Context: an optimization exercise on an open-source flow, tuned for small area and a short achievable clock period. The choices shown serve that exercise and are no tape-out recipe. No run shown here included a check of the RTL's function; only the layout flow was run. Power figures rest on the tool's default switching activity, not on a simulated workload.

--- config.mk ---
export PLATFORM = sky130hd
export DESIGN_NAME = pic_ctrl
export DESIGN_NICKNAME = pic_ctrl
export VERILOG_FILES = /design/flow/design.v
export SDC_FILE = /design/flow/constraint.sdc
export NUM_CORES = 4
export LEC_CHECK = 0
export CAP_MARGIN = 20
export CORE_MARGIN = 2
export CORE_UTILIZATION = 40
export SETUP_SLACK_MARGIN = 5
export SLEW_MARGIN = 20
--- constraint.sdc ---
create_clock -name core_clock -period 8.5 [get_ports {clk}]
set_input_delay 1.7000 -clock core_clock [delete_from_list [all_inputs] [get_ports {clk}]]
set_output_delay 1.7000 -clock core_clock [all_outputs]
set_load 0.01 [all_outputs]
--- design.v ---
package pic_pkg;
  localparam logic [24:0] PRIO_HI  = 25'(32'hf00c_0000 >> 7);
  localparam logic [24:0] EN_HI    = 25'(32'hf00c_2000 >> 7);
  localparam logic [24:0] GW_HI    = 25'(32'hf00c_4000 >> 7);
  localparam logic [24:0] CLR_HI   = 25'(32'hf00c_5000 >> 7);
  localparam logic [25:0] PEND_HI  = 26'(32'hf00c_1000 >> 6);
  localparam logic [31:0] PICCFG   = 32'hf00c_3000;
  localparam logic [2:0] W_NONE = 3'd0;
  localparam logic [2:0] W_PRIO = 3'd1;
  localparam logic [2:0] W_EN   = 3'd2;
  localparam logic [2:0] W_GW   = 3'd3;
  localparam logic [2:0] W_CLR  = 3'd4;
  localparam logic [2:0] W_PC   = 3'd5;
endpackage
module pic_ctrl
(
  input  logic        clk,
  input  logic        rst,
  input  logic [31:0] extintsrc_req,
  input  logic        picm_rden,
  input  logic        picm_wren,
  input  logic [31:0] picm_rdaddr,
  input  logic [31:0] picm_wraddr,
  input  logic [31:0] picm_wr_data,
  input  logic [3:0]  meipt,
  input  logic [3:0]  meicurpl,
  output logic [31:0] picm_rd_data,
  output logic [7:0]  claimid,
  output logic [3:0]  pl,
  output logic        mexintpend,
  output logic        mhwakeup
);
  logic [2:0]  wkind;
  logic [4:0]  widx;
  logic [3:0]  wd;
  logic        priord;
  logic [3:0]  q      [32];
  logic [31:0] en, pol, typ;
  logic [31:0] s1, edgep;
  logic [31:0] elig;
  logic [31:0] rd_q;
  logic [4:0]  id_q;
  logic [3:0]  pl_q;
  logic        pend_q, wake_q;
  logic [31:0] wsel;
  logic        wk_prio, wk_en, wk_gw, wk_clr, wk_pc;
  logic [3:0]  wq;
  logic        wd0, wd1;
  logic        priord_n, flip;
  logic [3:0]  q_n    [32];
  logic [31:0] en_n, pol_n, typ_n, clr, edge_n, pend_n, elig_n;
  always_comb begin
    for (int n = 0; n < 32; n++) wsel[n] = (widx == 5'(n));
  end
  assign wk_prio = (wkind == pic_pkg::W_PRIO);
  assign wk_en   = (wkind == pic_pkg::W_EN);
  assign wk_gw   = (wkind == pic_pkg::W_GW);
  assign wk_clr  = (wkind == pic_pkg::W_CLR);
  assign wk_pc   = (wkind == pic_pkg::W_PC);
  assign wq  = rst ? 4'd0 : (wd ^ {4{priord}});
  assign wd0 = wd[0] & ~rst;
  assign wd1 = wd[1] & ~rst;
  assign priord_n = (wk_pc | rst) ? wd0 : priord;
  assign flip     = wk_pc & (wd[0] ^ priord);
  always_comb begin
    q_n[0] = '0;
    en_n[0] = 1'b0; pol_n[0] = 1'b0; typ_n[0] = 1'b0; clr[0] = 1'b0;
    for (int n = 1; n < 32; n++) begin
      q_n[n]   = (rst | (wk_prio & wsel[n])) ? wq : (q[n] ^ {4{flip}});
      en_n[n]  = (rst | (wk_en & wsel[n])) ? wd0 : en[n];
      pol_n[n] = (rst | (wk_gw & wsel[n])) ? wd0 : pol[n];
      typ_n[n] = (rst | (wk_gw & wsel[n])) ? wd1 : typ[n];
      clr[n]   = wk_clr & wsel[n];
    end
  end
  assign edge_n = ((s1 ^ pol) | (edgep & ~clr)) & {32{~rst}};
  assign pend_n = (s1 ^ pol_n) | (edge_n & typ_n);
  assign elig_n = pend_n & en_n;
  logic [2:0] wkind_n;
  always_comb begin
    wkind_n = pic_pkg::W_NONE;
    if (picm_wren && !rst) begin
      if (picm_wraddr[31:7] == pic_pkg::PRIO_HI) wkind_n = pic_pkg::W_PRIO;
      if (picm_wraddr[31:7] == pic_pkg::EN_HI)   wkind_n = pic_pkg::W_EN;
      if (picm_wraddr[31:7] == pic_pkg::GW_HI)   wkind_n = pic_pkg::W_GW;
      if (picm_wraddr[31:7] == pic_pkg::CLR_HI)  wkind_n = pic_pkg::W_CLR;
      if (picm_wraddr == pic_pkg::PICCFG)        wkind_n = pic_pkg::W_PC;
    end
  end
  logic [31:0] rdec;
  logic [3:0]  rq;
  logic        ren, rpol, rtyp;
  logic        rvalid, h_prio, h_en, h_gw, h_pc, h_pend;
  logic [31:0] rsel, rd_n;
  logic        bypass;
  always_comb begin
    for (int n = 0; n < 32; n++) rdec[n] = (picm_rdaddr[6:2] == 5'(n));
  end
  always_comb begin
    rq   = {4{priord_n & rdec[0]}};   
    ren  = 1'b0;
    rpol = 1'b0;
    rtyp = 1'b0;
    for (int n = 1; n < 32; n++) begin
      rq   = rq   | (q_n[n] & {4{rdec[n]}});
      ren  = ren  | (en_n[n] & rdec[n]);
      rpol = rpol | (pol_n[n] & rdec[n]);
      rtyp = rtyp | (typ_n[n] & rdec[n]);
    end
  end
  assign rvalid = picm_rden & ~rst;
  assign h_prio = rvalid & (picm_rdaddr[31:7] == pic_pkg::PRIO_HI);
  assign h_en   = rvalid & (picm_rdaddr[31:7] == pic_pkg::EN_HI);
  assign h_gw   = rvalid & (picm_rdaddr[31:7] == pic_pkg::GW_HI);
  assign h_pc   = rvalid & (picm_rdaddr == pic_pkg::PICCFG);
  assign h_pend = rvalid & (picm_rdaddr[31:6] == pic_pkg::PEND_HI) & (picm_rdaddr[5:2] == 4'd0);
  assign rsel = ({32{h_pend}} & pend_n)
              | {28'b0, {4{h_prio}} & (rq ^ {4{priord_n}})}
              | {31'b0, h_en & ren}
              | {30'b0, h_gw & rtyp, h_gw & rpol}
              | {31'b0, h_pc & priord_n};
  assign bypass = rvalid && picm_wren && (picm_rdaddr == picm_wraddr);
  assign rd_n   = bypass ? picm_wr_data : rsel;
  logic [3:0]  x [32];
  logic [31:0] a3, a2, a1, c, b3, b2, b1, d;
  logic        A3, A2, A1, B3, B2, B1;
  logic [3:0]  win_prio;
  logic [4:0]  win_id;
  always_comb begin
    for (int n = 0; n < 32; n++) begin
      x[n]  = elig[n] ? q[n] : 4'd0;
      a3[n] = x[n][3] & x[n][2];
      a2[n] = x[n][3];
      a1[n] = x[n][3] | x[n][2];
    end
  end
  assign A3 = |a3;
  assign A2 = |a2;
  assign A1 = |a1;
  always_comb begin
    for (int n = 0; n < 32; n++) begin
      c[n]  = (a3[n] | ~A3) & (a2[n] | ~A2) & (a1[n] | ~A1);
      b3[n] = c[n] & x[n][1] & x[n][0];
      b2[n] = c[n] & x[n][1];
      b1[n] = c[n] & (x[n][1] | x[n][0]);
    end
  end
  assign B3 = |b3;
  assign B2 = |b2;
  assign B1 = |b1;
  always_comb begin
    for (int n = 0; n < 32; n++) begin
      d[n] = c[n] & (b3[n] | ~B3) & (b2[n] | ~B2) & (b1[n] | ~B1);
    end
  end
  assign win_prio = {A2, A3 | (A1 & ~A2), B2, B3 | (B1 & ~B2)};
  always_comb begin
    win_id = '0;
    for (int n = 31; n >= 0; n--) begin
      if (d[n]) win_id = 5'(n);
    end
  end
  logic [3:0] ipt_eff, curpl_eff;
  assign ipt_eff   = meipt ^ {4{priord}};
  assign curpl_eff = meicurpl ^ {4{priord}};
  always_ff @(posedge clk) begin
    widx <= picm_wraddr[6:2];
    wd   <= picm_wr_data[3:0];
  end
  always_ff @(posedge clk) begin
    wkind  <= wkind_n;
    priord <= priord_n;
    for (int n = 0; n < 32; n++) q[n] <= q_n[n];
    en     <= en_n;
    pol    <= pol_n;
    typ    <= typ_n;
    edgep  <= edge_n;
    elig   <= elig_n;
    rd_q   <= rd_n;
  end
  always_ff @(posedge clk) begin
    if (rst) begin
      s1     <= '0;
      id_q   <= '0;
      pl_q   <= '0;
      pend_q <= 1'b0;
      wake_q <= 1'b0;
    end else begin
      s1     <= {extintsrc_req[31:1], 1'b0};
      id_q   <= win_id;
      pl_q   <= win_prio ^ {4{priord}};
      pend_q <= (win_prio > ipt_eff) && (win_prio > curpl_eff);
      wake_q <= (win_prio == 4'd15);
    end
  end
  assign picm_rd_data = rd_q;
  assign claimid      = {3'b0, id_q};
  assign pl           = pl_q;
  assign mexintpend   = pend_q;
  assign mhwakeup     = wake_q;
endmodule
--- run.sh ---
#!/bin/bash
# synth_recipe.tcl (not shown) runs the flow's synth.tcl, then flattens the netlist and writes it again
# the make line also repeats each setting of config.mk as NAME=value (left out here)
make -C /OpenROAD-flow-scripts/flow DESIGN_CONFIG=/design/flow/config.mk WORK_HOME=/design/flow/orfs CLKGATE_MAP_FILE= SYNTH_SCRIPT=/design/flow/synth_recipe.tcl finish
==> flow_summary.json, run 1 <==
{
  "worstSkewPairLatency_ns": 0.61,
  "met3_usage_pct": 10.2,
  "fillCellCount": 4695,
  "worstMarginPinSlew_ns": 0.907,
  "finalNonFillerCells": 3577,
  "hold_path.class": "flip-flop to flip-flop",
  "die_h_um": 233,
  "critical_path_arrival_ns": 5.09,
  "p_total_uw": 3940,
  "synthCells": 2584,
  "dp.cells": 3312,
  "route.antenna.remaining_nets": 0,
  "fin_skew_ns": 0.0441,
  "cts_buffers": 41,
  "place_hpwl_mm": 84.2,
  "maxSlewViolCount": 0,
  "syn_area_per_cell_um2": 8.14,
  "cp-startpoint": "q[1][3]",
  "synth.yosys.seq_area_share_pct": 34.8,
  "synthDistinctLibCells": 96,
  "io_buffers": 181,
  "wl_per_cell_um": 34.7,
  "overflow": 0,
  "finalSetupTns_ns": 0,
  "finalWirelength_mm": 124,
  "rr_startpoint": "q[1][3]",
  "cts.clk_slew.worst_paths_ns": 0.07,
  "vias": 24100,
  "core_mm2": 0.0522,
  "grt_max_degree": 65,
  "cap_violations": 0,
  "routabilityCongestion": 1.07,
  "grt_usage_pct": 43.1,
  "path_max_fanout": 9,
  "r2r.worst_path.cells": 17,
  "start_kind": "flip-flop",
  "async_reset_ff_share_pct": 0,
  "end_kind": "flip-flop",
  "relSlewSlack_pct": 39.5,
  "cts_sinks": 366,
  "drive_gt1_share_pct": 23.9,
  "die_x_um": 233,
  "drc": 0,
  "cts_tree": "built",
  "via_per_inst": 6.74,
  "setup_viol": 0,
  "dr.pass1.iters": 8,
  "fp.dieArea_mm2": 0.0544,
  "grt_pass1_vias": 22300,
  "critPathKind": "flip-flop to flip-flop",
  "rsz0062_at_grt": "yes",
  "powerDensity_mw_per_mm2": 137,
  "crit_path_end": "id_q[1]",
  "ys_warn_count": 4,
  "ctsHoldBuffers": 0,
  "critPathRequiredTime_ns": 9.01,
  "first_iter_violations": 2981,
  "fin_crit_ns": 4.59,
  "grtUsageMet1_pct": 49.8,
  "worst_r2r_endpoint": "id_q[1]",
  "initial_core_util_pct": 40.3,
  "synth_ff_type": "dfxtp_1",
  "fin_crit_sh_pct": 54.0,
  "syn_to_final_growth_pct": 36.8,
  "hold_viol": 0,
  "final_core_util_pct": 55.1,
  "power_leakage_uw": 0.0101,
  "ir_drop_mv": 0.146,
  "use_met2_pct": 67.4,
  "grt_pass1_wl_mm": 166,
  "cts_root_buffer": "clkbuf_16",
  "synth_edf_count": 0,
  "ys_ff_latch": 366,
  "io_pins": 186,
  "max_freq_mhz": 218,
  "antenna_found_initial": 7,
  "busiest_layer": "met2",
  "core.rowCount": 84,
  "nNetsFinal": 3005,
  "cts.path.max_buffers": 3,
  "reg2reg_slack_ns": 3.91,
  "htree_levels": 2,
  "syn_area_mm2": 0.0210,
  "outcome": "finished clean"
}
-- worst max-delay path, cell delays in order, from the launching register on --
cell and delay, ns:
dfxtp_2 0.50, a22o_1 0.19, a221oi_1 0.05, and4_4 0.24
buf_4 0.17, and2_2 0.30, o211ai_1 0.42, o2111ai_1 0.21
or3_4 0.44, nor4_4 0.27, buf_6 0.20, buf_12 0.16
o211ai_2 0.11, a221oi_4 0.46, or2b_4 0.23, nor2_1 0.05
o31a_1 0.28, o211a_1 0.23
-- cells in the mapped netlist, types with 7 or more instances --
cell       instances  area [um^2]
dfxtp_1          366         7330
nand2_1          239          897
nor2_1           182          683
a21oi_1          177          886
o21ai_0          165          826
xnor2_1          161         1410
o22ai_1          116          726
nand3_1          107          536
clkbuf_1          92          345
a22oi_1           89          668
xor2_1            78          683
nand4_1           67          419
nor2b_1           49          307
nor3_1            46          230
nand2b_1          42          263
o211ai_1          42          315
buf_2             41          205
mux2i_1           40          400
a22o_1            35          307
o21a_1            33          248
a221oi_1          25          219
nor4_1            24          150
and2_1            23          144
buf_1             23         86.3
a31oi_1           22          138
inv_1             19         71.3
buf_4             16          120
buf_6             16          180
and3_1            15         93.8
o2111ai_1         13          114
o31ai_1           12         90.1
o21ai_1           11         55.1
a21o_1            10         75.1
or3_1             10         62.6
a21boi_0           8         60.1
a41oi_1            8         70.1
ha_1               8          100
nand3b_1           8         60.1
or4_1              8         60.1
o211a_1            7         70.1
-- cells in the final DEF (no fill, tap or decap), drive strengths merged, types with 12 or more instances in the layout --
| cell | synthesis | layout |
|---|---|---|
| a22o | 36 | 36 |
| o211ai | 43 | 43 |
| xnor2 | 161 | 161 |
| buf | 96 | 219 |
| nor2 | 182 | 183 |
| o21ai | 177 | 177 |
| o31ai | 13 | 13 |
| dlymetal6s2s | 0 | 17 |
| o22ai | 116 | 116 |
| o21a | 33 | 33 |
| a221oi | 29 | 29 |
| a31oi | 22 | 22 |
| nand4 | 67 | 67 |
| nor3 | 47 | 47 |
| nand2b | 42 | 42 |
| dfxtp | 366 | 366 |
| or3 | 11 | 12 |
| a22oi | 89 | 89 |
| nand3 | 108 | 109 |
| nand2 | 240 | 240 |
| clkdlybuf4s50 | 0 | 141 |
| mux2i | 40 | 40 |
| inv | 19 | 18 |
| nor2b | 49 | 49 |
| nor4 | 30 | 30 |
| o2111ai | 13 | 13 |
| clkbuf | 96 | 81 |
| a21oi | 177 | 177 |
| and2 | 24 | 28 |
| and3 | 15 | 15 |
| xor2 | 78 | 78 |
-- routing by layer --
layer | vias to the layer above | wire length, um
li1 | 10100 | -
met1 | 11700 | 44300
met2 | 1683 | 54300
met3 | 600 | 11400
met4 | 8 | 13900
met5 | - | 61
-- how the worst min path moves through the flow --
stage	startpoint	end	depth (start not counted)	slack, ns
floorplan	edgep[12]	edgep[12]	2	0.45
detailed placement	edgep[1]	edgep[1]	2	0.47
CTS	edgep[1]	edgep[1]	2	0.48
global route	edgep[11]	edgep[11]	2	0.50
global placement	edgep[12]	edgep[12]	2	0.46
finish	edgep[20]	edgep[20]	2	0.48
-- cell families after synthesis --
group	synth area share, %
simple gates	21.1
compound gates	26.8
flops	34.8
xor+xnor	9.95
buf+inv	4.89
mux	1.96
fa+ha+maj	0.476
other cells	0.0178
-- power by group --
part           internal (uW)  total, uW  switching [uW]
registers               1720       1750            30.0
clock network           1060       1840             777
logic                    157        346             188
total                   2940       3940             995
-- per-stage QoR --
stage	instance area [um^2]	hold slack, ns	worst slack (ns)
after global routing	28800	0.497	3.89
after floorplan	21300	0.448	4.67
after global placement	23300	0.457	1.97
final	28800	0.477	3.91
after CTS	27100	0.477	4.05
after detailed placement	23300	0.468	1.93
-- flip-flops by register name (all words and copies together), names as in the netlist --
name / flops
q: 124
rd_q: 32
edgep: 31
elig: 31
en: 31
pol: 31
s1: 31
typ: 31
id_q: 5
widx: 5
pl_q: 4
wd: 4
wkind: 3
pend_q: 1
priord: 1
wake_q: 1
-- repair_timing --
action | in CTS | in global routing
gates cloned | 17 | 16
gates resized for setup | 461 | 199
pin swaps | 70 | 85
endpoints found under the setup margin | 45 | 41
setup buffers | 90 | 67
-- cell type report --
class                   count  area, um^2  share of cell area, %
clock inverters            12         198                  0.687
well taps                 688         861                   2.99
repair buffers            411        4490                   15.6
diodes                      3        7.51                 0.0261
multi-input cells        2018       14400                   49.9
clock buffers              60        1180                   4.09
flip-flops and latches    366        7600                   26.4
inverters                  19        78.8                  0.274
==> inputs of run 2 (changes only) <==
--- a/config.mk
+++ b/config.mk
@@ -5,6 +5,7 @@
 export SDC_FILE = /design/flow/constraint.sdc
 export NUM_CORES = 4
 export LEC_CHECK = 0
+export ABC_AREA = 1
 export CAP_MARGIN = 20
 export CORE_MARGIN = 2
 export CORE_UTILIZATION = 40
==> flow_summary.json, run 2 <==
{
  "synth-xor-area-share_pct": 8.79,
  "critPathSlowestCell": "dfxtp_4",
  "synthCells": 2977,
  "end_kind": "flip-flop",
  "synth_compound_area_share_pct": 18.7,
  "outcome": "finished clean",
  "fin_crit_sh_pct": 53.5,
  "path_max_fanout": 7,
  "rr_startpoint": "elig[5]",
  "hold_viol": 0,
  "initial_core_util_pct": 40.5,
  "dr.pass1.iters": 6,
  "yosys.area.top_type_share_pct": 36.0,
  "multiInputGateArea_mm2": 0.0138,
  "swShare_pct": 34.3,
  "cap_violations": 0,
  "io_pins": 186,
  "slowest_delay_ns": 0.40,
  "final-seq-area_mm2": 0.00746,
  "critical_path_arrival_ns": 5.04,
  "worst_r2r_endpoint": "id_q[0]",
  "route.antenna.remaining_nets": 0,
  "reg2reg_slack_ns": 3.96,
  "relSlewSlack_pct": 34.6,
  "power_leakage_uw": 0.0127,
  "drc": 0,
  "final_area_mm2": 0.0288,
  "synth_ff_type": "dfxtp_1",
  "nNetsFinal": 3494,
  "ctsHoldBuffers": 0,
  "ir_drop_mv": 0.141,
  "place_hpwl_mm": 62.3,
  "cts_root_buffer": "clkbuf_16",
  "final_common_cell": "nand2_1",
  "hold_path.class": "flip-flop to flip-flop",
  "p_int_uw": 3520,
  "fin_crit_ns": 4.54,
  "die_h_um": 229,
  "largest_register_ffs": 124,
  "crit_path_frequent_cell": "nand2_1",
  "largest-register": "q",
  "core_mm2": 0.0502,
  "cts.clk_slew.worst_paths_ns": 0.07,
  "finalSetupTns_ns": 0,
  "crit_path_end": "id_q[0]",
  "p_clk_share_pct": 34.7,
  "cts.path.max_buffers": 3,
  "critPathKind": "flip-flop to flip-flop",
  "htree_levels": 2,
  "synth_top_area_cell": "dfxtp_1",
  "rsz0062_at_grt": "yes",
  "synthDistinctLibCells": 58,
  "grt_max_degree": 52,
  "overflow": 0,
  "synth_edf_count": 0,
  "synthAdderAreaFrac_pct": 0.492,
  "top_regs": "q (124), rd_q (32)",
  "grt_pass1_wl_mm": 134,
  "vias": 22900,
  "crit_buf_inv": 5,
  "syn_to_final_growth_pct": 41.8,
  "final_core_util_pct": 57.5,
  "setup_viol": 0,
  "muxShareOfSynthArea_pct": 0.148,
  "ys_warn_count": 4,
  "dpl-instance-area_mm2": 0.0230,
  "async_reset_ff_share_pct": 0,
  "first_iter_violations": 2228,
  "cts_sinks": 366,
  "critPathRequiredTime_ns": 8.99,
  "finalWirelength_mm": 93.0,
  "synth.area.top_cells": "dfxtp_1 36%, nand2_1 16%, xnor2_1 8.0%",
  "synth_top_family_by_area": "simple AND/OR/NAND/NOR gates",
  "worstSkewPairLatency_ns": 0.60,
  "via_per_inst": 5.66,
  "syn_area_per_cell_um2": 6.83,
  "maxSlewViolCount": 0,
  "wl_per_cell_um": 23.0,
  "synth.top_cells.by_count": "873 x nand2_1, 366 x dfxtp_1, 295 x o21ai_0",
  "synth-simple-area-share_pct": 28.5,
  "powerDensity_mw_per_mm2": 186,
  "power_frac_seq_pct": 36.0,
  "syn_area_mm2": 0.0203,
  "cts_tree": "built",
  "cp-startpoint": "elig[5]",
  "fp.dieArea_mm2": 0.0527,
  "grt_pass1_vias": 21500,
  "synth.yosys.seq_area_share_pct": 36.0,
  "r2r.worst_path.cells": 46,
  "synth.most_common_cell": "nand2_1",
  "drive_gt1_share_pct": 24.9,
  "final_cell_mix": "765 x nand2_1, 299 x dfxtp_1, 229 x o21ai_0",
  "grt_usage_pct": 33.8,
  "start_kind": "flip-flop",
  "fin_skew_ns": 0.0261,
  "antenna_found_initial": 3,
  "min_path_cells": 2,
  "crit_family": "simple AND/OR/NAND/NOR gates",
  "cp_num_cells": 46,
  "io_buffers": 181,
  "cts_buffers": 42,
  "max_freq_mhz": 220,
  "routabilityCongestion": 0.963,
  "p_switching_uw": 1840,
  "die_x_um": 229,
  "core.rowCount": 82,
  "worstMarginPinSlew_ns": 0.979,
  "combPwrFrac_pct": 29.3,
  "fillCellCount": 4608,
  "ys_ff_latch": 366
}
## run 2: cell types whose count changed after synthesis, moves of 42 or more
cell,previous run,this run
a22oi_1,89,2
nor2b_1,49,1
nor2_1,182,237
nand2b_1,42,0
xor2_1,78,19
inv_1,19,255
o21ai_0,165,295
nand2_1,239,873
o22ai_1,116,6
## run 2: cell families after synthesis
group	Yosys count
buffers and inverters	373
adders and majority gates	8
xor gates and xnor gates	204
DFF	366
other	1
AOI/OAI and AO/OA	644
and+or+nand+nor	1378
muxes	3
## run 2: what timing repair did
action / 4_1_cts / 5_1_grt
gates resized for setup: 547 / 232
buffers inserted: 124 / 50
pin swaps: 110 / 84
setup endpoints to repair: 64 / 38
cloned: 25 / 4
## run 2: final cells by class
cell class,count,area share (%)
diodes,2,0.0174
clock buffers,62,4.33
clock inverters,10,0.456
inverters,275,3.80
multi-input cells,2251,47.8
flip-flops and latches,366,25.9
well taps,672,2.92
repair buffers,404,14.6
repair inverters,6,0.187
## run 2: power by group through the flow
| stage | logic, uW | registers, uW | clock network [uW] |
|---|---|---|---|
| 4_1_cts | 1420 | 1920 | 1870 |
| 5_1_grt | 1690 | 1940 | 1940 |
| 3_3_place_gp | 1110 | 1950 | 0 |
| 3_5_place_dp | 1120 | 1950 | 0 |
| 6_report | 1570 | 1930 | 1860 |
| 2_1_floorplan | 768 | 1930 | 0 |
## run 2: worst min path at each step
stage | start | to
after floorplan | en[2] | en[2]
after global placement | en[2] | en[2]
after detailed placement | en[2] | en[2]
after CTS | en[3] | en[3]
after global routing | edgep[17] | edgep[17]
final | en[3] | en[3]
## run 2: worst min-delay path, delay by kind of cell, from the launching register on
family           cells  cell delay (ns)
flip-flops           1             0.30
AO/OA/AOI/OAI        1             0.08
AND/OR/NAND/NOR      1             0.05
## run 2: through the flow
| stage | power, uW | hold WS, ns | cells | worst slack (ns) |
|---|---|---|---|---|
| floorplan | 2700 | 0.437 | 2979 | 4.82 |
| global placement | 3060 | 0.449 | 3771 | 2.43 |
| detailed placement | 3070 | 0.456 | 3771 | 2.31 |
| CTS | 5210 | 0.469 | 3992 | 4.15 |
| global route | 5560 | 0.485 | 4046 | 3.61 |
| finish | 5360 | 0.467 | 4048 | 3.96 |
## run 2: layer usage
metal  wire length [um]  track usage (%)
met1              36400             41.0
met2              41000             53.4
met3               8520             7.73
met4               7080             22.9
met5                 20                0
==> inputs of run 3 (changes only) <==
--- a/design.v
+++ b/design.v
@@ -154,11 +154,14 @@
     end
   end
   assign win_prio = {A2, A3 | (A1 & ~A2), B2, B3 | (B1 & ~B2)};
-  always_comb begin
-    win_id = '0;
-    for (int n = 31; n >= 0; n--) begin
-      if (d[n]) win_id = 5'(n);
-    end
+  logic [15:0] o1; logic [7:0] o2; logic [3:0] o3; logic [1:0] o4;
+  logic [15:0] i1; logic [7:0][1:0] i2; logic [3:0][2:0] i3; logic [1:0][3:0] i4;
+  always_comb begin
+    for (int k = 0; k < 16; k++) begin o1[k] = d[2*k] | d[2*k+1]; i1[k] = ~d[2*k]; end
+    for (int k = 0; k < 8; k++) begin o2[k] = o1[2*k] | o1[2*k+1]; i2[k] = o1[2*k] ? {1'b0, i1[2*k]} : {1'b1, i1[2*k+1]}; end
+    for (int k = 0; k < 4; k++) begin o3[k] = o2[2*k] | o2[2*k+1]; i3[k] = o2[2*k] ? {1'b0, i2[2*k]} : {1'b1, i2[2*k+1]}; end
+    for (int k = 0; k < 2; k++) begin o4[k] = o3[2*k] | o3[2*k+1]; i4[k] = o3[2*k] ? {1'b0, i3[2*k]} : {1'b1, i3[2*k+1]}; end
+    win_id = o4[0] ? {1'b0, i4[0]} : {1'b1, i4[1]};
   end
   logic [3:0] ipt_eff, curpl_eff;
   assign ipt_eff   = meipt ^ {4{priord}};
--- a/config.mk
+++ b/config.mk
@@ -8,6 +8,7 @@
 export ABC_AREA = 1
 export CAP_MARGIN = 20
 export CORE_MARGIN = 2
-export CORE_UTILIZATION = 40
+export CORE_UTILIZATION = 50
 export SETUP_SLACK_MARGIN = 5
 export SLEW_MARGIN = 20
+export TNS_END_PERCENT = 5
==> flow_summary.json, run 3 <==
{
  "outcome": "finished clean",
  "route.antenna.remaining_nets": 0,
  "final_common_cell": "nand2_1",
  "end_kind": "flip-flop",
  "syn_area_mm2": 0.0206,
  "drive_gt1_share_pct": 17.4,
  "swShare_pct": 34.2,
  "crit_chain": "buf_16 -> buf_16 -> buf_4 -> a21oi_4 -> o21ai_0 -> a22o_1 -> a221oi_1 -> nand4_1 -> or2_4 -> or2_0 -> nand3_1 -> nand3_1",
  "cap_violations": 0,
  "async_reset_ff_share_pct": 0,
  "rsz0062_at_grt": "yes",
  "wl_per_cell_um": 21.8,
  "via_per_inst": 5.74,
  "synth.most_common_cell": "nand2_1",
  "multiInputGateArea_mm2": 0.0134,
  "synthCells": 3101,
  "cts.clk_slew.worst_paths_ns": 0.06,
  "core.rowCount": 74,
  "hold_viol": 0,
  "synth.yosys.seq_area_share_pct": 35.6,
  "cts_tree": "built",
  "grt_pass1_vias": 20500,
  "critPathKind": "primary input to flip-flop",
  "fp.dieArea_mm2": 0.0428,
  "ys_ff_latch": 366,
  "p_total_uw": 5260,
  "critPathSlowestCell": "a221oi_1",
  "synth.area.top_cells": "dfxtp_1 36%, nand2_1 19%, xnor2_1 7.8%",
  "critical_path_arrival_ns": 4.10,
  "cts.path.max_buffers": 3,
  "hp-start": "edgep[6]",
  "htree_levels": 2,
  "rr_startpoint": "priord",
  "place_hpwl_mm": 57.7,
  "path_max_fanout": 8,
  "finalSetupTns_ns": 0,
  "dr.pass1.iters": 5,
  "p_int_uw": 3460,
  "cp-startpoint": "rst",
  "fin_crit_ns": 3.66,
  "initial_core_util_pct": 50.5,
  "ir_drop_mv": 0.191,
  "dpl-instance-area_mm2": 0.0232,
  "final_area_mm2": 0.0275,
  "core_mm2": 0.0407,
  "final_cell_mix": "953 x nand2_1, 323 x dfxtp_1, 254 x inv_1",
  "synth_top_area_cell": "dfxtp_1",
  "maxSlewViolCount": 0,
  "critPathRequiredTime_ns": 8.95,
  "io_pins": 186,
  "cts_buffers": 41,
  "max_freq_mhz": 273,
  "ys_warn_count": 4,
  "crit_buf_inv": 3,
  "grt_max_degree": 63,
  "fin_crit_sh_pct": 43.0,
  "power_leakage_uw": 0.0126,
  "first_iter_violations": 2599,
  "vias": 22600,
  "crit_family": "compound AO/OA/AOI/OAI gates",
  "worstSkewPairLatency_ns": 0.58,
  "synth_edf_count": 0,
  "cts_root_buffer": "clkbuf_16",
  "yosys.area.top_type_share_pct": 35.6,
  "top_regs": "q (124), rd_q (32)",
  "setup_viol": 0,
  "routabilityCongestion": 1.02,
  "syn_to_final_growth_pct": 33.8,
  "die_x_um": 207,
  "combPwrFrac_pct": 29.3,
  "p_clk_share_pct": 34.1,
  "grt_usage_pct": 38.6,
  "worstMarginPinSlew_ns": 0.956,
  "finalWirelength_mm": 85.9,
  "relSlewSlack_pct": 36.2,
  "hold_path.class": "flip-flop to flip-flop",
  "drc": 0,
  "synth.top_cells.by_count": "1,049 x nand2_1, 366 x dfxtp_1, 266 x o21ai_0",
  "fillCellCount": 3530,
  "grt_pass1_wl_mm": 123,
  "die_h_um": 207,
  "syn_area_per_cell_um2": 6.63,
  "synthDistinctLibCells": 55,
  "nNetsFinal": 3524,
  "p_switching_uw": 1800,
  "io_buffers": 181,
  "slowest_delay_ns": 0.33,
  "power_frac_seq_pct": 36.5,
  "antenna_found_initial": 2,
  "final-seq-area_mm2": 0.00744,
  "cts_sinks": 366,
  "start_kind": "primary input",
  "synth_ff_type": "dfxtp_1",
  "overflow": 0,
  "powerDensity_mw_per_mm2": 191,
  "fin_skew_ns": 0.0264,
  "largest-register": "q",
  "largest_register_ffs": 124
}
## run 3: cell count changes after synthesis, moves of 14 or more
cell	delta
nand2_1	+176
nand3_1	+42
o21ai_0	-29
a221oi_1	-16
clkbuf_1	-16
nand4_1	-16
buf_2	+15
nor2_1	+15
a21oi_1	-14
inv_2	-14
## run 3: power by group through the flow
| stage | sequential, uW | clock (uW) | combinational (uW) |
|---|---|---|---|
| after floorplan | 1930 | 0 | 840 |
| after global placement | 1950 | 0 | 1160 |
| after detailed placement | 1950 | 0 | 1180 |
| after CTS | 1920 | 1800 | 1350 |
| after global routing | 1930 | 1870 | 1670 |
| final | 1920 | 1800 | 1540 |
## run 3: area by class of cell
type	count	area share, %
Antenna cell	1	0.00910
Clock buffer	64	4.48
Clock inverter	10	0.387
Inverter	269	3.92
Multi-Input combinational cell	2378	48.8
Sequential cell	366	27.0
Tap cell	532	2.42
Timing Repair Buffer	320	12.9
## run 3: worst register-to-register path, stage by stage, from the launching register on
cell and delay [ns]:
dfxtp_4 0.57, xor2_1 0.43, nand2_4 0.14, buf_16 0.29, xnor2_1 0.26, nand2_1 0.11
o21ai_4 0.07, a22o_4 0.27, a221oi_4 0.34, nand4_1 0.24, or2_1 0.31, or2_2 0.29
nand3_2 0.06, o211ai_1 0.09
## run 3: metrics by stage
| step | cells | hold WS [ns] | utilization, % | setup WS (ns) |
|---|---|---|---|---|
| after floorplan | 3103 | 0.446 | - | 4.99 |
| after global placement | 3748 | 0.460 | 56.9 | 3.03 |
| after detailed placement | 3748 | 0.461 | 56.9 | 3.00 |
| after CTS | 3889 | 0.471 | 63.9 | 4.87 |
| after global routing | 3939 | 0.500 | 67.5 | 4.82 |
| final | 3940 | 0.469 | 67.5 | 4.84 |
## run 3: logic make-up (layout without fill, tap and decap cells)
family                   Yosys count  in the layout  share of synthesized area, %
multiplexers                       4              4                         0.207
AND/OR/NAND/NOR                 1592           1599                          31.8
adder cells (fa/ha/maj)            8              8                         0.487
buffers and inverters            366            663                          7.29
XOR/XNOR                         205            205                          8.73
flip-flops                       366            366                          35.6
other                              1              4                        0.0182
AO/OA/AOI/OAI                    559            559                          15.8
## run 3: path summary, 6_finish.rpt
check	depth (start not counted)	endpoint	slack, ns
worst max register to register	13	rd_q[3]	4.90
worst min-delay path	2	edgep[6]	0.47
worst min register to register	2	edgep[6]	0.47
worst max-delay path	12	rd_q[1]	4.84
## run 3: what timing repair did
action / in CTS / in global routing
hold buffers: 0 / 0
endpoints found under the setup margin: 50 / 40
setup buffers: 51 / 44
pin swaps: 32 / 84
resized for setup: 177 / 301
gates cloned: 16 / 6
## run 3: routing by layer
metal  routed length, um  track usage, %  vias to the layer above  share of wire, %
li1                    -               -                    10700                 -
met1               34400            52.0                    10300                40
met5                  13               0                        -             0.015
met4                6030            22.4                        2               7.0
met3                8730            5.84                      310                10
met2               36700            58.8                     1313                43
==> inputs of run 4 (changes only) <==
==> flow/run.sh (new file) <==
#!/bin/bash
# Own layout flow: the standard ORFS flow, with a different ABC mapping script for the
# combinational logic and the smallest buffer on the ports. Every tool's output goes to a log here.
set -euo pipefail
W=$(pwd)
rm -rf "$W/scripts_local"
mkdir -p "$W/scripts_local"
cp -r "$FLOW_HOME/scripts/." "$W/scripts_local/"
cp "$W/flow/abc_area.script" "$W/scripts_local/abc_area.script"
make -C "$FLOW_HOME" DESIGN_CONFIG="$W/config.mk" WORK_HOME="$W/orfs" CLKGATE_MAP_FILE= \
  SYNTH_SCRIPT="$W/synth_recipe.tcl" SCRIPTS_DIR="$W/scripts_local" \
  BUFFER_PORTS_ARGS="-buffer_cell sky130_fd_sc_hd__buf_1" \
  finish > "$W/make.log" 2>&1
R="$W/orfs/results/$FLOW_PLATFORM/pic_ctrl/base"
: # left out here: write the final layout as DEF
==> flow/abc_area.script (new file) <==
strash; dc2; strash; &get -n; &dch -f; &nf -R 1000; &put; topo
==> standard.sh (new file) <==
#!/bin/bash
# synth_recipe.tcl (not shown) runs the flow's synth.tcl, then flattens the netlist and writes it again
# the make line also repeats each setting of config.mk as NAME=value (left out here)
make -C /OpenROAD-flow-scripts/flow DESIGN_CONFIG=/design/flow/config.mk WORK_HOME=/design/flow/orfs CLKGATE_MAP_FILE= SYNTH_SCRIPT=/design/flow/synth_recipe.tcl "${@:-finish}"
removed: run.sh
==> flow_summary.json, run 4 <==
{
  "setup_viol": 0,
  "drc": 0,
  "initial_core_util_pct": 50.6,
  "maxSlewViolCount": 0,
  "fillCellCount": 3087,
  "final_cell_mix": "287 x dfxtp_1, 268 x nand2_1, 178 x buf_1",
  "diodes": 0,
  "hold_path.class": "flip-flop to flip-flop",
  "synthDistinctLibCells": 55,
  "cts_root_buffer": "clkbuf_16",
  "htree_levels": 2,
  "grt_pass1_vias": 18300,
  "fin_crit_ns": 4.54,
  "antenna_found_initial": 1,
  "syn_area_mm2": 0.0180,
  "crit_buf_inv": 4,
  "crit_chain": "o21ai_2 -> nand4_1 -> nor4_4 -> nand2_2 -> buf_6 -> buf_4 -> a222oi_1 -> and3_1 -> nand2_1 -> nand4_1 -> nor4_2 -> nand2_4 -> buf_4 -> buf_16 -> a221oi_1 -> a21oi_1 -> o21bai_1 -> a21oi_1 -> o21ai_1 -> a21oi_1 -> nor2_1 -> o41ai_2",
  "vias": 19800,
  "drive_gt1_share_pct": 15.3,
  "cts.path.max_buffers": 3,
  "synth.area.top_cells": "dfxtp_1 41%, xnor2_1 8.2%, nand2_1 5.9%",
  "grt_max_degree": 62,
  "cts_sinks": 366,
  "slowest_delay_ns": 0.50,
  "critPathKind": "flip-flop to flip-flop",
  "finalSetupTns_ns": 0,
  "crit_family": "compound AO/OA/AOI/OAI gates",
  "synth.most_common_cell": "dfxtp_1",
  "cts.clk_slew.worst_paths_ns": 0.06,
  "ys_warn_count": 4,
  "place_hpwl_mm": 57.5,
  "critPathSlowestCell": "a222oi_1",
  "routabilityCongestion": 1.05,
  "hold_viol": 0,
  "crit_path_frequent_cell": "a21oi_1",
  "power_leakage_uw": 0.00781,
  "synth_ff_type": "dfxtp_1",
  "cap_violations": 0,
  "ir_drop_mv": 0.218,
  "critPathRequiredTime_ns": 9.01,
  "synthCells": 2136,
  "worstMarginPinSlew_ns": 1.14,
  "syn_area_per_cell_um2": 8.41,
  "ctsHoldBuffers": 0,
  "synth_edf_count": 0,
  "start_kind": "flip-flop",
  "yosys.area.top_type_share_pct": 40.8,
  "synth_top_area_cell": "dfxtp_1",
  "fp.dieArea_mm2": 0.0374,
  "nNetsFinal": 2637,
  "first_iter_violations": 2883,
  "outcome": "finished clean",
  "dr.pass1.iters": 8,
  "cts_tree": "built",
  "async_reset_ff_share_pct": 0,
  "via_per_inst": 6.65,
  "powerDensity_mw_per_mm2": 165,
  "grt_usage_pct": 40.7,
  "path_max_fanout": 14,
  "fin_crit_sh_pct": 53.4,
  "io_pins": 186,
  "dpl-instance-area_mm2": 0.0196,
  "grt_pass1_wl_mm": 115,
  "wl_per_cell_um": 26.6,
  "worstSkewPairLatency_ns": 0.60,
  "critical_path_arrival_ns": 5.05,
  "finalWirelength_mm": 79.3,
  "syn_to_final_growth_pct": 27.1,
  "largest-register": "q",
  "synth.top_cells.by_count": "366 x dfxtp_1, 282 x nand2_1, 168 x xnor2_1",
  "ys_ff_latch": 366,
  "core.rowCount": 69,
  "final_area_mm2": 0.0228,
  "final_common_cell": "dfxtp_1",
  "fin_skew_ns": 0.0234,
  "cts_buffers": 41,
  "core_mm2": 0.0355,
  "die_x_um": 193,
  "top_regs": "q (124), rd_q (32)",
  "route.antenna.remaining_nets": 0,
  "die_h_um": 193,
  "end_kind": "flip-flop",
  "io_buffers": 181,
  "largest_register_ffs": 124,
  "overflow": 0,
  "synth.yosys.seq_area_share_pct": 40.8,
  "rsz0062_at_grt": "yes",
  "max_freq_mhz": 220,
  "relSlewSlack_pct": 23.3
}
## run 4: what timing repair did
action | in CTS | in global routing
buffers inserted | 69 | 13
pin swaps | 66 | 26
endpoints found under the setup margin | 60 | 41
resized for setup | 242 | 56
endpoints found under the hold margin | 0 | 0
cloned | 8 | 3
## run 4: cell type report
class / count / area (um^2) / share of cell area [%]
inverter: 69 / 279 / 1.22
sequential: 366 / 7480 / 32.8
timing repair buffer: 311 / 2110 / 9.24
tap: 461 / 577 / 2.53
clock buffer: 60 / 1210 / 5.29
clock inverter: 13 / 148 / 0.647
multi-input combinational: 1700 / 11000 / 48.3
## run 4: logic make-up after synthesis
family	count (synthesis)	synth area share, %
AO/OA/AOI/OAI	681	25.3
other	1	0.0209
AND/OR/NAND/NOR	805	21.8
XOR/XNOR	199	9.71
flip-flops	366	40.8
multiplexers	4	0.223
buffers and inverters	72	1.57
adder cells (fa/ha/maj)	8	0.558
## run 4: final timing paths
path,cells past startpoint,slack (ns),end,startpoint
worst max-delay path,22,3.96,id_q[0],q[27][3]
worst max register to register,22,3.96,id_q[0],q[27][3]
worst min register to register,2,0.48,edgep[16],edgep[16]
worst min-delay path,2,0.48,edgep[16],edgep[16]
## run 4: per-stage QoR
| stage | power, uW | std cells | util, % | setup WS (ns) | hold WS [ns] |
|---|---|---|---|---|---|
| 2_1_floorplan | 1890 | 2138 | - | 3.77 | 0.445 |
| 3_3_place_gp | 1990 | 2814 | 55.3 | 2.79 | 0.461 |
| 3_5_place_dp | 2000 | 2814 | 55.3 | 2.81 | 0.471 |
| 4_1_cts | 3760 | 2964 | 63.3 | 4.21 | 0.478 |
| 5_1_grt | 3850 | 2980 | 64.3 | 3.73 | 0.503 |
| 6_report | 3760 | 2980 | 64.3 | 3.96 | 0.478 |
## run 4: routing by layer
| metal | vias up | GRT usage [%] | share of wire (%) |
|---|---|---|---|
| li1 | 8839 | - | - |
| met2 | 1343 | 62.5 | 43 |
| met3 | 309 | 8.19 | 11 |
| met5 | - | 0 | 0 |
| met1 | 9339 | 52.3 | 38 |
| met4 | 0 | 25.8 | 7.7 |
## run 4: tightest hold or removal path: stages, from the launching register on
cell     delay [ns]
dfxtp_1        0.29
o21ai_0        0.06
a21oi_1        0.07
## run 4: power by group
| part | switching [uW] | internal, uW |
|---|---|---|
| clock network | 770 | 1030 |
| logic | 150 | 69.7 |
| registers | 16.5 | 1730 |
==> inputs of run 5 (changes only) <==
--- a/design.v
+++ b/design.v
@@ -30,6 +30,7 @@
   output logic        mexintpend,
   output logic        mhwakeup
 );
+  logic        cfg_rst;
   logic [2:0]  wkind;
   logic [4:0]  widx;
   logic [3:0]  wd;
@@ -37,7 +38,8 @@
   logic [3:0]  q      [32];
   logic [31:0] en, pol, typ;
   logic [31:0] s1, edgep;
-  logic [31:0] elig;
+  logic [31:0] cand;
+  logic [1:0]  hmax;
   logic [31:0] rd_q;
   logic [4:0]  id_q;
   logic [3:0]  pl_q;
@@ -57,23 +59,23 @@
   assign wk_gw   = (wkind == pic_pkg::W_GW);
   assign wk_clr  = (wkind == pic_pkg::W_CLR);
   assign wk_pc   = (wkind == pic_pkg::W_PC);
-  assign wq  = rst ? 4'd0 : (wd ^ {4{priord}});
-  assign wd0 = wd[0] & ~rst;
-  assign wd1 = wd[1] & ~rst;
-  assign priord_n = (wk_pc | rst) ? wd0 : priord;
+  assign wq  = cfg_rst ? 4'd0 : (wd ^ {4{priord}});
+  assign wd0 = wd[0] & ~cfg_rst;
+  assign wd1 = wd[1] & ~cfg_rst;
+  assign priord_n = (wk_pc | cfg_rst) ? wd0 : priord;
   assign flip     = wk_pc & (wd[0] ^ priord);
   always_comb begin
     q_n[0] = '0;
     en_n[0] = 1'b0; pol_n[0] = 1'b0; typ_n[0] = 1'b0; clr[0] = 1'b0;
     for (int n = 1; n < 32; n++) begin
-      q_n[n]   = (rst | (wk_prio & wsel[n])) ? wq : (q[n] ^ {4{flip}});
-      en_n[n]  = (rst | (wk_en & wsel[n])) ? wd0 : en[n];
-      pol_n[n] = (rst | (wk_gw & wsel[n])) ? wd0 : pol[n];
-      typ_n[n] = (rst | (wk_gw & wsel[n])) ? wd1 : typ[n];
+      q_n[n]   = (cfg_rst | (wk_prio & wsel[n])) ? wq : (q[n] ^ {4{flip}});
+      en_n[n]  = (cfg_rst | (wk_en & wsel[n])) ? wd0 : en[n];
+      pol_n[n] = (cfg_rst | (wk_gw & wsel[n])) ? wd0 : pol[n];
+      typ_n[n] = (cfg_rst | (wk_gw & wsel[n])) ? wd1 : typ[n];
       clr[n]   = wk_clr & wsel[n];
     end
   end
-  assign edge_n = ((s1 ^ pol) | (edgep & ~clr)) & {32{~rst}};
+  assign edge_n = ((s1 ^ pol) | (edgep & ~clr)) & {32{~(rst | cfg_rst)}};
   assign pend_n = (s1 ^ pol_n) | (edge_n & typ_n);
   assign elig_n = pend_n & en_n;
   logic [2:0] wkind_n;
@@ -121,39 +123,44 @@
               | {31'b0, h_pc & priord_n};
   assign bypass = rvalid && picm_wren && (picm_rdaddr == picm_wraddr);
   assign rd_n   = bypass ? picm_wr_data : rsel;
-  logic [3:0]  x [32];
-  logic [31:0] a3, a2, a1, c, b3, b2, b1, d;
-  logic        A3, A2, A1, B3, B2, B1;
+  logic [31:0] xh3, xh2, c, cand_n;
+  logic        A3, A2, A1;
+  logic [1:0]  hmax_n;
+  always_comb begin
+    for (int n = 0; n < 32; n++) begin
+      xh3[n] = elig_n[n] & q_n[n][3];
+      xh2[n] = elig_n[n] & q_n[n][2];
+    end
+  end
+  assign A3 = |(xh3 & xh2);
+  assign A2 = |xh3;
+  assign A1 = A2 | (|xh2);
+  always_comb begin
+    for (int n = 0; n < 32; n++)
+      c[n] = ((xh3[n] & xh2[n]) | ~A3) & (xh3[n] | ~A2) & (xh3[n] | xh2[n] | ~A1);
+  end
+  assign cand_n = c & elig_n & {32{~rst}};
+  assign hmax_n = {A2, A3 | (A1 & ~A2)} & {2{~rst}};
+  logic [31:0] xl1, xl0, d;
+  logic        B3, B2, B1, any;
   logic [3:0]  win_prio;
-  logic [4:0]  win_id;
+  logic [4:0]  win_id, enc_id;
   always_comb begin
     for (int n = 0; n < 32; n++) begin
-      x[n]  = elig[n] ? q[n] : 4'd0;
-      a3[n] = x[n][3] & x[n][2];
-      a2[n] = x[n][3];
-      a1[n] = x[n][3] | x[n][2];
-    end
-  end
-  assign A3 = |a3;
-  assign A2 = |a2;
-  assign A1 = |a1;
-  always_comb begin
-    for (int n = 0; n < 32; n++) begin
-      c[n]  = (a3[n] | ~A3) & (a2[n] | ~A2) & (a1[n] | ~A1);
-      b3[n] = c[n] & x[n][1] & x[n][0];
-      b2[n] = c[n] & x[n][1];
-      b1[n] = c[n] & (x[n][1] | x[n][0]);
-    end
-  end
-  assign B3 = |b3;
-  assign B2 = |b2;
-  assign B1 = |b1;
-  always_comb begin
-    for (int n = 0; n < 32; n++) begin
-      d[n] = c[n] & (b3[n] | ~B3) & (b2[n] | ~B2) & (b1[n] | ~B1);
-    end
-  end
-  assign win_prio = {A2, A3 | (A1 & ~A2), B2, B3 | (B1 & ~B2)};
+      xl1[n] = cand[n] & q[n][1];
+      xl0[n] = cand[n] & q[n][0];
+    end
+  end
+  assign B3 = |(xl1 & xl0);
+  assign B2 = |xl1;
+  assign B1 = B2 | (|xl0);
+  always_comb begin
+    for (int n = 0; n < 32; n++)
+      d[n] = cand[n] & ((xl1[n] & xl0[n]) | ~B3) & (xl1[n] | ~B2) & (xl1[n] | xl0[n] | ~B1);
+  end
+  assign win_prio = {hmax, B2, B3 | (B1 & ~B2)};
+  assign any      = hmax[1] | hmax[0] | B1;
+  assign win_id   = any ? enc_id : 5'd0;
   logic [15:0] o1; logic [7:0] o2; logic [3:0] o3; logic [1:0] o4;
   logic [15:0] i1; logic [7:0][1:0] i2; logic [3:0][2:0] i3; logic [1:0][3:0] i4;
   always_comb begin
@@ -161,12 +168,13 @@
     for (int k = 0; k < 8; k++) begin o2[k] = o1[2*k] | o1[2*k+1]; i2[k] = o1[2*k] ? {1'b0, i1[2*k]} : {1'b1, i1[2*k+1]}; end
     for (int k = 0; k < 4; k++) begin o3[k] = o2[2*k] | o2[2*k+1]; i3[k] = o2[2*k] ? {1'b0, i2[2*k]} : {1'b1, i2[2*k+1]}; end
     for (int k = 0; k < 2; k++) begin o4[k] = o3[2*k] | o3[2*k+1]; i4[k] = o3[2*k] ? {1'b0, i3[2*k]} : {1'b1, i3[2*k+1]}; end
-    win_id = o4[0] ? {1'b0, i4[0]} : {1'b1, i4[1]};
+    enc_id = o4[0] ? {1'b0, i4[0]} : {1'b1, i4[1]};
   end
   logic [3:0] ipt_eff, curpl_eff;
   assign ipt_eff   = meipt ^ {4{priord}};
   assign curpl_eff = meicurpl ^ {4{priord}};
   always_ff @(posedge clk) begin
+    cfg_rst <= rst;
     widx <= picm_wraddr[6:2];
     wd   <= picm_wr_data[3:0];
   end
@@ -178,7 +186,8 @@
     pol    <= pol_n;
     typ    <= typ_n;
     edgep  <= edge_n;
-    elig   <= elig_n;
+    cand   <= cand_n;
+    hmax   <= hmax_n;
     rd_q   <= rd_n;
   end
   always_ff @(posedge clk) begin
@@ -191,7 +200,7 @@
     end else begin
       s1     <= {extintsrc_req[31:1], 1'b0};
       id_q   <= win_id;
-      pl_q   <= win_prio ^ {4{priord}};
+      pl_q   <= win_prio ^ {4{priord & ~cfg_rst}};
       pend_q <= (win_prio > ipt_eff) && (win_prio > curpl_eff);
       wake_q <= (win_prio == 4'd15);
     end
==> flow_summary.json, run 5 <==
{
  "outcome": "finished clean",
  "cts_tree": "built",
  "drc": 0,
  "setup_viol": 0,
  "cp-startpoint": "rst",
  "synth.top_cells.by_count": "369 x dfxtp_1, 299 x nand2_1, 201 x nor2_1",
  "fillCellCount": 3038,
  "rsz0062_at_grt": "yes",
  "synth.yosys.seq_area_share_pct": 40.6,
  "worst_r2r_endpoint": "cand[23]",
  "worstSkewPairLatency_ns": 0.56,
  "reg2reg_slack_ns": 4.39,
  "syn_area_mm2": 0.0182,
  "critPathRequiredTime_ns": 8.94,
  "die_x_um": 195,
  "vias": 20100,
  "place_hpwl_mm": 57.3,
  "ys_ff_latch": 369,
  "busiest_layer": "met2",
  "r2r.worst_path.cells": 16,
  "top_regs": "q (124), rd_q (32)",
  "max_freq_mhz": 242,
  "drive_gt1_share_pct": 16.7,
  "critical_path_arrival_ns": 4.57,
  "finalNonFillerCells": 3093,
  "die_h_um": 195,
  "hold_viol": 0,
  "ys_warn_count": 3,
  "antenna_found_initial": 2,
  "synth_ff_type": "dfxtp_1",
  "core_mm2": 0.0357,
  "syn_to_final_growth_pct": 29.4,
  "async_reset_ff_share_pct": 0,
  "overflow": 0,
  "synth_top_area_cell": "dfxtp_1",
  "power_leakage_uw": 0.00866,
  "start_kind": "primary input",
  "relSlewSlack_pct": 26.9,
  "dr.pass1.iters": 6,
  "met3_usage_pct": 6.61,
  "dp.cells": 2917,
  "grtUsageMet1_pct": 51.5,
  "cap_violations": 0,
  "cts_root_buffer": "clkbuf_16",
  "io_pins": 186,
  "ir_drop_mv": 0.228,
  "grt_pass1_wl_mm": 115,
  "synth.most_common_cell": "dfxtp_1",
  "crit_chain": "buf_8 -> inv_4 -> buf_12 -> nand2_8 -> buf_12 -> buf_16 -> a21oi_1 -> a21oi_2 -> nand2b_4 -> nor2_1 -> nor4_1 -> nand4_1 -> nor4_4 -> buf_6 -> buf_6 -> buf_6 -> a21oi_2 -> o21a_1 -> a2111oi_4",
  "maxSlewViolCount": 0,
  "final_common_cell": "dfxtp_1",
  "wl_per_cell_um": 25.6,
  "via_per_inst": 6.49,
  "end_kind": "flip-flop",
  "grt_max_degree": 107,
  "crit_path_end": "cand[23]",
  "synthDistinctLibCells": 53,
  "rr_startpoint": "widx[4]",
  "finalWirelength_mm": 79.3,
  "core.rowCount": 69,
  "synth.area.top_cells": "dfxtp_1 41%, nand2_1 6.2%, xor2_1 5.0%",
  "fin_skew_ns": 0.0266,
  "final_cell_mix": "357 x dfxtp_1, 285 x nand2_1, 176 x buf_1",
  "largest_register_ffs": 124,
  "syn_area_per_cell_um2": 8.20,
  "first_iter_violations": 2474,
  "largest-register": "q",
  "cts.clk_slew.worst_paths_ns": 0.06,
  "nNetsFinal": 2748,
  "worstMarginPinSlew_ns": 1.09,
  "slowest_delay_ns": 0.31,
  "fin_crit_ns": 4.13,
  "yosys.area.top_type_share_pct": 40.6,
  "grt_pass1_vias": 18800,
  "powerDensity_mw_per_mm2": 172,
  "crit_path_frequent_cell": "buf_6",
  "grt_usage_pct": 40.1,
  "synthCells": 2217,
  "cts_buffers": 41,
  "cts.path.max_buffers": 3,
  "route.antenna.remaining_nets": 0,
  "path_max_fanout": 6,
  "io_buffers": 181,
  "ctsHoldBuffers": 0,
  "cts_sinks": 369,
  "fp.dieArea_mm2": 0.0379,
  "hold_path.class": "flip-flop to flip-flop",
  "use_met2_pct": 62.9,
  "critPathKind": "primary input to flip-flop",
  "synth_edf_count": 0,
  "critPathSlowestCell": "nor4_4",
  "routabilityCongestion": 1.05,
  "finalSetupTns_ns": 0,
  "htree_levels": 2,
  "initial_core_util_pct": 51.0,
  "fin_crit_sh_pct": 48.6
}
run 5: area by class of cell:
class                           count  area (um^2)  area share, %
Inverter                           64          265           1.13
Tap cell                          461          577           2.45
Antenna cell                        1         2.50         0.0106
Clock inverter                     25          345           1.47
Timing Repair Buffer              338         2180           9.26
Sequential cell                   369         7420           31.5
Clock buffer                       49         1090           4.62
Multi-Input combinational cell   1786        11700           49.5
run 5: logic make-up after synthesis:
group           after synthesis  share of synthesized area, %
mux                           7                         0.385
buf+inv                      67                          1.45
other cells                   1                        0.0206
flops                       369                          40.6
fa+ha+maj                     8                         0.551
compound gates              636                          23.1
xor+xnor                    203                          9.78
simple gates                926                          24.1
run 5: where the power goes:
part / internal (uW) / leakage, uW / switching, uW
registers: 1770 / 0.00301 / 41.9
clock network: 1140 / 0.000687 / 761
logic: 121 / 0.00496 / 213
total: 3030 / 0.00866 / 1020
run 5: worst min-delay path by stage:
stage | slack [ns] | cells past startpoint | startpoint | end
floorplan | 0.43 | 2 | typ[2] | typ[2]
global placement | 0.46 | 2 | en[27] | en[27]
detailed placement | 0.46 | 2 | typ[2] | typ[2]
CTS | 0.47 | 2 | edgep[11] | edgep[11]
global route | 0.51 | 2 | edgep[6] | edgep[6]
finish | 0.47 | 2 | edgep[11] | edgep[11]
run 5: routing by layer:
layer	wire, um	share of wire, %	vias to the layer above
li1	-	-	9018
met1	30700	39	9380
met2	34800	44	1350
met3	7590	9.6	320
met4	6130	7.7	2
met5	18	0.023	-
run 5: per-stage QoR:
| stage | util [%] | hold WS, ns | worst slack (ns) | power [uW] | area, um^2 |
|---|---|---|---|---|---|
| floorplan | - | 0.432 | 2.80 | 1980 | 18200 |
| global placement | 56.1 | 0.461 | 2.18 | 2110 | 20000 |
| detailed placement | 56.1 | 0.456 | 2.17 | 2120 | 20000 |
| CTS | 63.6 | 0.471 | 4.40 | 4020 | 22700 |
| global route | 66.0 | 0.511 | 4.31 | 4140 | 23500 |
| finish | 66.0 | 0.474 | 4.37 | 4040 | 23500 |
run 5: timing repair:
action	in CTS	in global routing
setup endpoints to repair	65	65
gates resized for setup	170	148
pin swaps	29	42
cloned	6	3
buffers inserted	65	27
run 5: worst max-delay path, delay by kind of cell:
family | cells | cell delay [ns]
simple gates | 6 | 1.20
compound gates | 5 | 0.79
buf+inv | 8 | 0.86
==> inputs of run 6 (changes only) <==
==> run.sh (new file) <==
#!/bin/bash
# synth_recipe.tcl (not shown) runs the flow's synth.tcl, then flattens the netlist and writes it again
# the make line also repeats each setting of config.mk as NAME=value (left out here)
make -C /OpenROAD-flow-scripts/flow DESIGN_CONFIG=/design/flow/config.mk WORK_HOME=/design/flow/orfs CLKGATE_MAP_FILE= SYNTH_SCRIPT=/design/flow/synth_recipe.tcl finish
removed: flow/run.sh
removed: flow/abc_area.script
removed: standard.sh
==> flow_summary.json, run 6 <==
{
  "maxSlewViolCount": 0,
  "syn_to_final_growth_pct": 24.4,
  "synth_edf_count": 0,
  "antenna_found_initial": 3,
  "cts_tree": "built",
  "yosys.area.top_type_share_pct": 34.7,
  "grt_max_degree": 85,
  "ys_warn_count": 3,
  "path_max_fanout": 26,
  "fin_skew_ns": 0.0251,
  "synth-simple-area-share_pct": 39.1,
  "synthDistinctLibCells": 48,
  "grt_pass1_wl_mm": 132,
  "top_regs": "q (124), rd_q (32)",
  "finalWirelength_mm": 90.5,
  "synth.top_cells.by_count": "1,159 x nand2_1, 414 x nor2_1, 369 x dfxtp_1",
  "initial_core_util_pct": 50.7,
  "syn_area_per_cell_um2": 6.32,
  "rsz0062_at_grt": "yes",
  "vias": 23800,
  "final_cell_mix": "1,128 x nand2_1, 367 x dfxtp_1, 357 x nor2_1",
  "critPathKind": "flip-flop to flip-flop",
  "grt_pass1_vias": 22300,
  "dp.cells": 4012,
  "cts.clk_slew.worst_paths_ns": 0.06,
  "cap_violations": 0,
  "largest-register": "q",
  "nNetsFinal": 3708,
  "first_iter_violations": 2508,
  "outcome": "finished clean",
  "cts_sinks": 369,
  "synth.most_common_cell": "nand2_1",
  "diodes": 0,
  "hold_viol": 0,
  "start_kind": "flip-flop",
  "drive_gt1_share_pct": 9.64,
  "rr_startpoint": "cfg_rst",
  "setup_viol": 0,
  "worstMarginPinSlew_ns": 0.873,
  "fp.dieArea_mm2": 0.0442,
  "fin_crit_sh_pct": 42.2,
  "max_freq_mhz": 279,
  "synthCells": 3364,
  "dr.pass1.iters": 6,
  "ir_drop_mv": 0.178,
  "final_common_cell": "nand2_1",
  "cp-startpoint": "cfg_rst",
  "synth_compound_area_share_pct": 11.0,
  "ctsHoldBuffers": 0,
  "critPathRequiredTime_ns": 9.00,
  "synth_top_area_cell": "dfxtp_1",
  "p_total_uw": 4330,
  "io_buffers": 181,
  "cts_root_buffer": "clkbuf_16",
  "fin_crit_ns": 3.59,
  "worstSkewPairLatency_ns": 0.58,
  "finalNonFillerCells": 4130,
  "cts_buffers": 43,
  "power_leakage_uw": 0.0125,
  "final_area_mm2": 0.0265,
  "ys_ff_latch": 369,
  "synthAdderAreaFrac_pct": 0.471,
  "grt_usage_pct": 39.7,
  "core_mm2": 0.0419,
  "core.rowCount": 75,
  "dpl-instance-area_mm2": 0.0235,
  "die_h_um": 210,
  "end_kind": "flip-flop",
  "hold_path.class": "flip-flop to flip-flop",
  "relSlewSlack_pct": 41.6,
  "largest_register_ffs": 124,
  "synth_ff_type": "dfxtp_1",
  "powerDensity_mw_per_mm2": 163,
  "synth-xor-area-share_pct": 7.08,
  "place_hpwl_mm": 67.3,
  "drc": 0,
  "synth.area.top_cells": "dfxtp_1 35%, nand2_1 20%, nor2_1 7.3%",
  "io_pins": 186,
  "synth.yosys.seq_area_share_pct": 34.7,
  "synth_top_family_by_area": "simple AND/OR/NAND/NOR gates",
  "htree_levels": 2,
  "cts.path.max_buffers": 3,
  "syn_area_mm2": 0.0213,
  "hp-start": "edgep[10]",
  "critical_path_arrival_ns": 4.08,
  "route.antenna.remaining_nets": 0,
  "overflow": 0,
  "via_per_inst": 5.76,
  "finalSetupTns_ns": 0,
  "routabilityCongestion": 0.990,
  "muxShareOfSynthArea_pct": 0,
  "async_reset_ff_share_pct": 0,
  "wl_per_cell_um": 21.9,
  "die_x_um": 210
}
-- run 6: cell count changes in the layout (fill, tap and decap cells not counted), sizes merged, moves of 69 or more --
cell and change:
buf -267, clkdlybuf4s50 +165, inv +259, nand2 +863, nand3 +160, nor2 +219, nor2b -69
-- run 6: metal layers --
metal / wire (um) / vias to the layer above / track usage [%] / part of all wire, %
met5: 27 / - / 0 / 0.030
li1: - / 11200 / - / -
met4: 6460 / 4 / 24.8 / 7.1
met3: 8020 / 316 / 6.27 / 8.9
met2: 40200 / 1281 / 63.2 / 44
met1: 35700 / 11000 / 50.4 / 39
-- run 6: cell families (layout without fill, tap and decap cells) --
kind of cell             Yosys count  count (layout)
XOR/XNOR                         172             172
other                              1               3
adder cells (fa/ha/maj)            8               8
flip-flops                       369             369
AO/OA/AOI/OAI                    413             413
buffers and inverters            386             609
AND/OR/NAND/NOR                 2015            2017
-- run 6: through the flow --
step	hold slack, ns	utilization (%)	setup WS (ns)
floorplan	0.440	-	5.00
global placement	0.454	56.1	3.04
detailed placement	0.464	56.1	3.07
CTS	0.470	61.5	4.86
global route	0.485	63.1	4.90
finish	0.468	63.1	4.91
-- run 6: final cells by class --
type	instances	area (um^2)
multi-input combinational	2613	13100
timing repair inverter	2	15.0
tap	539	674
fill	3972	15500
clock buffer	58	1210
timing repair buffer	255	2750
sequential	369	7390
clock inverter	18	277
inverter	276	1080
-- run 6: worst paths after layout --
path	end	slack (ns)	cells after the start
worst max-delay path	cand[4]	4.91	21
worst min-delay path	edgep[10]	0.47	2
worst max register to register	cand[4]	4.91	21
worst min register to register	edgep[10]	0.47	2
-- run 6: repair_timing --
item | in CTS | in global routing
endpoints found under the setup margin | 74 | 69
setup buffers | 14 | 18
pin swaps | 7 | 17
gates resized for setup | 161 | 115
endpoints found under the hold margin | 0 | 0
cloned | 5 | 5
-- run 6: power by group --
group / total, uW / internal [uW] / switching [uW] / leakage, uW
clock: 1980 / 1210 / 774 / 0.000727
combinational: 495 / 180 / 316 / 0.00876
sequential: 1850 / 1800 / 50.0 / 0.00302
-- run 6: critical path: stages, from the launching register on --
cell       delay, ns
dfxtp_2         0.41
buf_12          0.21
inv_4           0.13
nand2_2         0.20
clkinv_1        0.17
buf_4           0.31
nand2_1         0.12
nand2_1         0.19
nand3_1         0.13
nand2_1         0.22
nand3_1         0.17
inv_1           0.06
nand2_1         0.07
nand2_1         0.05
nor2_1          0.12
nand2_1         0.15
nor2_4          0.17
nand2_4         0.11
clkbuf_16       0.20
nand2_1         0.06
nand2_1         0.06
nor2_2          0.16

-- afterwards: timing with drivers on the ports --
No port has a modelled driver above. Below, the same layouts with a new extraction and two added sets of constraints. Step 1 sets driving cells, clkbuf_16 on the clock port and buf_2 on the other inputs (assumed; they add their load-dependent delay and slew). Step 2 times the ports against the registers' clock, not the clock port: input delays grow and output delays shrink by t, the midpoint of the rising clock arrivals with the driver on. Slacks: no drivers / after step 1 / after step 2; pairs: no drivers / after step 1.
run | shift t [ns] | setup slack, ns | latest minus earliest clock arrival (ns)
run 1 | 0.658 | 3.912 / 3.912 / 3.891 | 0.045 / 0.044
run 2 | 0.647 | 3.956 / 3.956 / 3.820 | 0.026 / 0.026
run 3 | 0.625 | 4.843 / 4.669 / 4.043 | 0.027 / 0.027
run 4 | 0.641 | 3.960 / 3.960 / 3.516 | 0.023 / 0.023
run 5 | 0.611 | 4.368 / 4.378 / 3.767 | 0.028 / 0.027
run 6 | 0.629 | 4.913 / 4.913 / 4.348 | 0.025 / 0.025
After both steps setup and hold are still met in every run listed. For run 3, which loses most, drivers alone change the setup slack by -0.174 ns; drivers and shift together by -0.800 ns.
